What follows belongs to an exercise in optimizing a design on an open flow for small area, a short achievable clock period and few clock cycles per item; a production flow would make more cautious choices.
RTL that was checked went through simulation tests only; none was proved equivalent to the original.

==> flow/design.v <==
package dit_fft_8_pkg;
    localparam int W    = 16;    
    localparam int FRAC = 8;     
    localparam int TW   = 181;   
    localparam int IW   = 20;
    typedef logic signed [IW-1:0] work_t;
    typedef logic        [W-1:0]  sample_t;
    typedef enum logic [2:0] {IDLE, LOAD, S1, S2, S3, DONE} state_t;
    typedef enum logic [1:0] {TW_W0, TW_W1, TW_W2, TW_W3} tw_sel_t;
    function automatic logic [2:0] bit_rev(input logic [2:0] i);
        bit_rev = {i[0], i[1], i[2]};
    endfunction
    function automatic work_t sm_to_tc(input sample_t sm);
        work_t mag;
        mag = work_t'({{(IW-W+1){1'b0}}, sm[W-2:0]});
        sm_to_tc = sm[W-1] ? -mag : mag;
    endfunction
    function automatic sample_t tc_to_sm(input work_t v);
        logic [IW-1:0] mag;
        mag = v[IW-1] ? -v : v;
        if (|mag[IW-1:W-1])
            tc_to_sm = {v[IW-1], {(W-1){1'b1}}};
        else
            tc_to_sm = {v[IW-1], mag[W-2:0]};
    endfunction
endpackage
module fft_tw_prod (
    input  logic signed [17:0] b,
    output logic        [19:0] uh,
    output logic        [19:0] vh,
    output logic               c
);
    logic [27:0] t7, t5, t4, t2, t0, s1, k1, s2, k2, u, v;
    logic [8:0]  lo;
    assign t0 = 28'($signed(b));
    assign t2 = t0 << 2;
    assign t4 = t0 << 4;
    assign t5 = t0 << 5;
    assign t7 = t0 << 7;
    assign s1 = t7 ^ t5 ^ t4;
    assign k1 = ((t7 & t5) | (t7 & t4) | (t5 & t4)) << 1;
    assign s2 = s1 ^ k1 ^ t2;
    assign k2 = ((s1 & k1) | (s1 & t2) | (k1 & t2)) << 1;
    assign u  = s2 ^ k2 ^ t0;
    assign v  = ((s2 & k2) | (s2 & t0) | (k2 & t0)) << 1;
    assign lo = {1'b0, u[7:0]} + {1'b0, v[7:0]};
    assign uh = u[27:8];
    assign vh = v[27:8];
    assign c  = lo[8];
endmodule
module fft_tw_sum (
    input  logic [19:0] x,
    input  logic [19:0] y,
    input  logic [19:0] z,
    input  logic [19:0] w,
    input  logic        ca,
    input  logic        cb,
    output logic [19:0] s,
    output logic [19:0] k
);
    logic [19:0] s1, k1;
    assign s1 = x ^ y ^ z;
    assign k1 = {((x[18:0] & y[18:0]) | (x[18:0] & z[18:0]) | (y[18:0] & z[18:0])), ca};
    assign s  = s1 ^ k1 ^ w;
    assign k  = {((s1[18:0] & k1[18:0]) | (s1[18:0] & w[18:0]) | (k1[18:0] & w[18:0])), cb};
endmodule
module dit_fft_8 (
    input  logic         clk,
    input  logic         RST_N,
    input  logic         write,
    input  logic         start,
    input  logic [dit_fft_8_pkg::W-1:0] in0_r, in1_r, in2_r, in3_r, in4_r, in5_r, in6_r, in7_r,
    input  logic [dit_fft_8_pkg::W-1:0] in0_i, in1_i, in2_i, in3_i, in4_i, in5_i, in6_i, in7_i,
    output logic [dit_fft_8_pkg::W-1:0] out0_r, out1_r, out2_r, out3_r, out4_r, out5_r, out6_r, out7_r,
    output logic [dit_fft_8_pkg::W-1:0] out0_i, out1_i, out2_i, out3_i, out4_i, out5_i, out6_i, out7_i,
    output logic         ready
);
    logic                    start_q, launch, busy;
    logic [7:0][15:0]        in_r, in_i, res_r, res_i;
    logic [7:0][15:0]        yp_r, yp_i;      
    logic [7:0]              sg_r, sg_i;      
    logic [7:0]              ng_r, ng_i;      
    logic [7:0][17:0]        b_r, b_i;        
    logic [7:0][17:0]        frm_r, frm_i;    
    logic [7:0][19:0]        x_r, x_i;        
    logic [7:0][19:0]        res_tr, res_ti;  
    assign in_r = {in7_r, in6_r, in5_r, in4_r, in3_r, in2_r, in1_r, in0_r};
    assign in_i = {in7_i, in6_i, in5_i, in4_i, in3_i, in2_i, in1_i, in0_i};
    assign {out7_r, out6_r, out5_r, out4_r, out3_r, out2_r, out1_r, out0_r} = res_r;
    assign {out7_i, out6_i, out5_i, out4_i, out3_i, out2_i, out1_i, out0_i} = res_i;
    assign launch = start & ~start_q;
    always_ff @(posedge clk or posedge RST_N) begin
        if (RST_N) start_q <= 1'b0;
        else       start_q <= start;
    end
    always_comb begin
        for (int n = 0; n < 8; n++) begin
            sg_r[n] = in_r[n][15];
            sg_i[n] = in_i[n][15];
            ng_r[n] = ~in_r[n][15];
            ng_i[n] = ~in_i[n][15];
            yp_r[n] = {in_r[n][15], in_r[n][14:0] ^ {15{in_r[n][15]}}};
            yp_i[n] = {in_i[n][15], in_i[n][14:0] ^ {15{in_i[n][15]}}};
        end
    end
    for (genvar g = 0; g < 2; g++) begin : g_s12
        localparam int NA = g, NB = g + 4, NC = g + 2, ND = g + 6;
        logic signed [17:0] pa_r, pb_r, pc_r, pd_r, pa_i, pb_i, pc_i, pd_i;
        logic signed [17:0] na_r, nb_r, nc_r, nd_r, na_i, nb_i, nc_i, nd_i;
        assign pa_r = $signed(yp_r[NA]);  assign na_r = ~pa_r;
        assign pb_r = $signed(yp_r[NB]);  assign nb_r = ~pb_r;
        assign pc_r = $signed(yp_r[NC]);  assign nc_r = ~pc_r;
        assign pd_r = $signed(yp_r[ND]);  assign nd_r = ~pd_r;
        assign pa_i = $signed(yp_i[NA]);  assign na_i = ~pa_i;
        assign pb_i = $signed(yp_i[NB]);  assign nb_i = ~pb_i;
        assign pc_i = $signed(yp_i[NC]);  assign nc_i = ~pc_i;
        assign pd_i = $signed(yp_i[ND]);  assign nd_i = ~pd_i;
        assign b_r[4*g+0] = pa_r + pb_r + pc_r + pd_r + 18'(sg_r[NA]) + 18'(sg_r[NB]) + 18'(sg_r[NC]) + 18'(sg_r[ND]);
        assign b_i[4*g+0] = pa_i + pb_i + pc_i + pd_i + 18'(sg_i[NA]) + 18'(sg_i[NB]) + 18'(sg_i[NC]) + 18'(sg_i[ND]);
        assign b_r[4*g+2] = pa_r + pb_r + nc_r + nd_r + 18'(sg_r[NA]) + 18'(sg_r[NB]) + 18'(ng_r[NC]) + 18'(ng_r[ND]);
        assign b_i[4*g+2] = pa_i + pb_i + nc_i + nd_i + 18'(sg_i[NA]) + 18'(sg_i[NB]) + 18'(ng_i[NC]) + 18'(ng_i[ND]);
        assign b_r[4*g+1] = pa_r + nb_r + pc_i + nd_i + 18'(sg_r[NA]) + 18'(ng_r[NB]) + 18'(sg_i[NC]) + 18'(ng_i[ND]);
        assign b_i[4*g+1] = pa_i + nb_i + nc_r + pd_r + 18'(sg_i[NA]) + 18'(ng_i[NB]) + 18'(ng_r[NC]) + 18'(sg_r[ND]);
        assign b_r[4*g+3] = pa_r + nb_r + nc_i + pd_i + 18'(sg_r[NA]) + 18'(ng_r[NB]) + 18'(ng_i[NC]) + 18'(sg_i[ND]);
        assign b_i[4*g+3] = pa_i + nb_i + pc_r + nd_r + 18'(sg_i[NA]) + 18'(ng_i[NB]) + 18'(sg_r[NC]) + 18'(ng_r[ND]);
    end
    always_ff @(posedge clk or posedge RST_N) begin
        if (RST_N) begin
            frm_r <= '0;
            frm_i <= '0;
        end else if (write) begin
            frm_r <= b_r;
            frm_i <= b_i;
        end
    end
    logic signed [17:0] f0r, f0i, f2r, f2i, f4r, f4i, f6r, f6i;
    assign f0r = $signed(frm_r[0]);  assign f0i = $signed(frm_i[0]);
    assign f2r = $signed(frm_r[2]);  assign f2i = $signed(frm_i[2]);
    assign f4r = $signed(frm_r[4]);  assign f4i = $signed(frm_i[4]);
    assign f6r = $signed(frm_r[6]);  assign f6i = $signed(frm_i[6]);
    assign x_r[0] = 20'(f0r + f4r);  assign x_i[0] = 20'(f0i + f4i);
    assign x_r[4] = 20'(f0r - f4r);  assign x_i[4] = 20'(f0i - f4i);
    assign x_r[2] = 20'(f2r + f6i);  assign x_i[2] = 20'(f2i - f6r);
    assign x_r[6] = 20'(f2r - f6i);  assign x_i[6] = 20'(f2i + f6r);
    logic [19:0] u5r, v5r, u5i, v5i, u7r, v7r, u7i, v7i;
    logic        c5r, c5i, c7r, c7i;
    fft_tw_prod u_p5r (.b(frm_r[5]), .uh(u5r), .vh(v5r), .c(c5r));
    fft_tw_prod u_p5i (.b(frm_i[5]), .uh(u5i), .vh(v5i), .c(c5i));
    fft_tw_prod u_p7r (.b(frm_r[7]), .uh(u7r), .vh(v7r), .c(c7r));
    fft_tw_prod u_p7i (.b(frm_i[7]), .uh(u7i), .vh(v7i), .c(c7i));
    logic [19:0] s5s, k5s, s5d, k5d, s7s, k7s, s7d, k7d;
    fft_tw_sum u_t5s (.x(u5r), .y(v5r), .z(u5i), .w(v5i), .ca(c5r), .cb(c5i), .s(s5s), .k(k5s));
    fft_tw_sum u_t5d (.x(~u5r), .y(~v5r), .z(u5i), .w(v5i), .ca(~c5r), .cb(c5i), .s(s5d), .k(k5d));
    fft_tw_sum u_t7s (.x(u7r), .y(v7r), .z(u7i), .w(v7i), .ca(c7r), .cb(c7i), .s(s7s), .k(k7s));
    fft_tw_sum u_t7d (.x(~u7r), .y(~v7r), .z(u7i), .w(v7i), .ca(~c7r), .cb(c7i), .s(s7d), .k(k7d));
    logic signed [19:0] f1r, f1i, f3r, f3i;
    assign f1r = 20'($signed(frm_r[1]));  assign f1i = 20'($signed(frm_i[1]));
    assign f3r = 20'($signed(frm_r[3]));  assign f3i = 20'($signed(frm_i[3]));
    assign x_r[1] = f1r + s5s + k5s;
    assign x_r[5] = f1r - s5s - k5s;
    assign x_i[1] = f1i + s5d + k5d + 20'd1;
    assign x_i[5] = f1i - s5d - k5d - 20'd1;
    assign x_r[3] = f3r + s7d + k7d + 20'd1;
    assign x_r[7] = f3r - s7d - k7d - 20'd1;
    assign x_i[3] = f3i - s7s - k7s;
    assign x_i[7] = f3i + s7s + k7s;
    always_ff @(posedge clk) begin
        res_tr <= x_r;
        res_ti <= x_i;
    end
    always_comb begin
        for (int i = 0; i < 8; i++) begin
            res_r[i] = dit_fft_8_pkg::tc_to_sm(res_tr[i]);
            res_i[i] = dit_fft_8_pkg::tc_to_sm(res_ti[i]);
        end
    end
    always_ff @(posedge clk or posedge RST_N) begin
        if (RST_N) begin
            busy  <= 1'b0;
            ready <= 1'b0;
        end else begin
            busy  <= launch;
            if (busy)                  ready <= 1'b1;
            else if (launch || write)  ready <= 1'b0;
        end
    end
endmodule
clock: 11.0 ns
lec_check: 0
cap_margin: 20
core_margin: 2
core_utilization: 40
slew_margin: 20
run.sh (not shown) runs the stock make flow with config.mk's settings and CLKGATE_MAP_FILE= SYNTH_SCRIPT=/design/flow/synth_recipe.tcl, a recipe that flattens the netlist after the stock synthesis.
==> next run, changes <==
--- a/flow/design.v
+++ b/flow/design.v
@@ -31,9 +31,9 @@
     output logic               c
 );
     logic [27:0] t7, t5, t4, t2, t0, s1, k1, s2, k2, u, v;
     logic [8:0]  lo;
-    assign t0 = 28'($signed(b));
+    assign t0 = {{10{b[17]}}, b};
     assign t2 = t0 << 2;
     assign t4 = t0 << 4;
     assign t5 = t0 << 5;
     assign t7 = t0 << 7;
@@ -106,16 +106,16 @@
     for (genvar g = 0; g < 2; g++) begin : g_s12
         localparam int NA = g, NB = g + 4, NC = g + 2, ND = g + 6;
         logic signed [17:0] pa_r, pb_r, pc_r, pd_r, pa_i, pb_i, pc_i, pd_i;
         logic signed [17:0] na_r, nb_r, nc_r, nd_r, na_i, nb_i, nc_i, nd_i;
-        assign pa_r = $signed(yp_r[NA]);  assign na_r = ~pa_r;
-        assign pb_r = $signed(yp_r[NB]);  assign nb_r = ~pb_r;
-        assign pc_r = $signed(yp_r[NC]);  assign nc_r = ~pc_r;
-        assign pd_r = $signed(yp_r[ND]);  assign nd_r = ~pd_r;
-        assign pa_i = $signed(yp_i[NA]);  assign na_i = ~pa_i;
-        assign pb_i = $signed(yp_i[NB]);  assign nb_i = ~pb_i;
-        assign pc_i = $signed(yp_i[NC]);  assign nc_i = ~pc_i;
-        assign pd_i = $signed(yp_i[ND]);  assign nd_i = ~pd_i;
+        assign pa_r = {{2{yp_r[NA][15]}}, yp_r[NA]};  assign na_r = ~pa_r;
+        assign pb_r = {{2{yp_r[NB][15]}}, yp_r[NB]};  assign nb_r = ~pb_r;
+        assign pc_r = {{2{yp_r[NC][15]}}, yp_r[NC]};  assign nc_r = ~pc_r;
+        assign pd_r = {{2{yp_r[ND][15]}}, yp_r[ND]};  assign nd_r = ~pd_r;
+        assign pa_i = {{2{yp_i[NA][15]}}, yp_i[NA]};  assign na_i = ~pa_i;
+        assign pb_i = {{2{yp_i[NB][15]}}, yp_i[NB]};  assign nb_i = ~pb_i;
+        assign pc_i = {{2{yp_i[NC][15]}}, yp_i[NC]};  assign nc_i = ~pc_i;
+        assign pd_i = {{2{yp_i[ND][15]}}, yp_i[ND]};  assign nd_i = ~pd_i;
         assign b_r[4*g+0] = pa_r + pb_r + pc_r + pd_r + 18'(sg_r[NA]) + 18'(sg_r[NB]) + 18'(sg_r[NC]) + 18'(sg_r[ND]);
         assign b_i[4*g+0] = pa_i + pb_i + pc_i + pd_i + 18'(sg_i[NA]) + 18'(sg_i[NB]) + 18'(sg_i[NC]) + 18'(sg_i[ND]);
         assign b_r[4*g+2] = pa_r + pb_r + nc_r + nd_r + 18'(sg_r[NA]) + 18'(sg_r[NB]) + 18'(ng_r[NC]) + 18'(ng_r[ND]);
         assign b_i[4*g+2] = pa_i + pb_i + nc_i + nd_i + 18'(sg_i[NA]) + 18'(sg_i[NB]) + 18'(ng_i[NC]) + 18'(ng_i[ND]);
@@ -133,12 +133,12 @@
             frm_i <= b_i;
         end
     end
     logic signed [17:0] f0r, f0i, f2r, f2i, f4r, f4i, f6r, f6i;
-    assign f0r = $signed(frm_r[0]);  assign f0i = $signed(frm_i[0]);
-    assign f2r = $signed(frm_r[2]);  assign f2i = $signed(frm_i[2]);
-    assign f4r = $signed(frm_r[4]);  assign f4i = $signed(frm_i[4]);
-    assign f6r = $signed(frm_r[6]);  assign f6i = $signed(frm_i[6]);
+    assign f0r = frm_r[0];  assign f0i = frm_i[0];
+    assign f2r = frm_r[2];  assign f2i = frm_i[2];
+    assign f4r = frm_r[4];  assign f4i = frm_i[4];
+    assign f6r = frm_r[6];  assign f6i = frm_i[6];
     assign x_r[0] = 20'(f0r + f4r);  assign x_i[0] = 20'(f0i + f4i);
     assign x_r[4] = 20'(f0r - f4r);  assign x_i[4] = 20'(f0i - f4i);
     assign x_r[2] = 20'(f2r + f6i);  assign x_i[2] = 20'(f2i - f6r);
     assign x_r[6] = 20'(f2r - f6i);  assign x_i[6] = 20'(f2i + f6r);
@@ -153,10 +153,10 @@
     fft_tw_sum u_t5d (.x(~u5r), .y(~v5r), .z(u5i), .w(v5i), .ca(~c5r), .cb(c5i), .s(s5d), .k(k5d));
     fft_tw_sum u_t7s (.x(u7r), .y(v7r), .z(u7i), .w(v7i), .ca(c7r), .cb(c7i), .s(s7s), .k(k7s));
     fft_tw_sum u_t7d (.x(~u7r), .y(~v7r), .z(u7i), .w(v7i), .ca(~c7r), .cb(c7i), .s(s7d), .k(k7d));
     logic signed [19:0] f1r, f1i, f3r, f3i;
-    assign f1r = 20'($signed(frm_r[1]));  assign f1i = 20'($signed(frm_i[1]));
-    assign f3r = 20'($signed(frm_r[3]));  assign f3i = 20'($signed(frm_i[3]));
+    assign f1r = {{2{frm_r[1][17]}}, frm_r[1]};  assign f1i = {{2{frm_i[1][17]}}, frm_i[1]};
+    assign f3r = {{2{frm_r[3][17]}}, frm_r[3]};  assign f3i = {{2{frm_i[3][17]}}, frm_i[3]};
     assign x_r[1] = f1r + s5s + k5s;
     assign x_r[5] = f1r - s5s - k5s;
     assign x_i[1] = f1i + s5d + k5d + 20'd1;
     assign x_i[5] = f1i - s5d - k5d - 20'd1;
What happened: Wire length is unchanged. Cell area does not change. Clock skew does not change. Worst setup slack is unchanged. Fmax is unchanged. Synthesized area does not change. Critical path depth stays the same. Synthesized cell count does not change. Hold slack does not change. Via count is unchanged.
Testbench counts after the change, summed over its fixed seeds: cycles 1,920, items 960.
No functional check of the RTL was part of the first run of this note.

re-timing with driven ports:
Ports are ideal in the flow. The routed layouts listed here were re-timed in OpenROAD.
Step 1: set_driving_cell puts a clkbuf_16 on clk and a buf_2 on each other input, an assumption about the parent block.
Step 2 moves the port delays by t, midway between the first and last clock arrival at a register: inputs arrive t later, outputs are due t later. That takes back most of the time a late clock gives input paths.
Slacks: ideal ports / drivers / drivers and shift; pairs: ideal ports / drivers.
run	t, ns	slack for setup (ns)	clock arrival spread, ns	slew at the worst register clock pin (ns)	cell pins on the clock port's net
the first run	0.788	2.520 / 2.572 / 1.784	0.052 / 0.052	0.06 / 0.06	1
the second run	0.788	2.520 / 2.572 / 1.784	0.052 / 0.052	0.06 / 0.06	1
After both steps setup and hold are still met in every run listed.
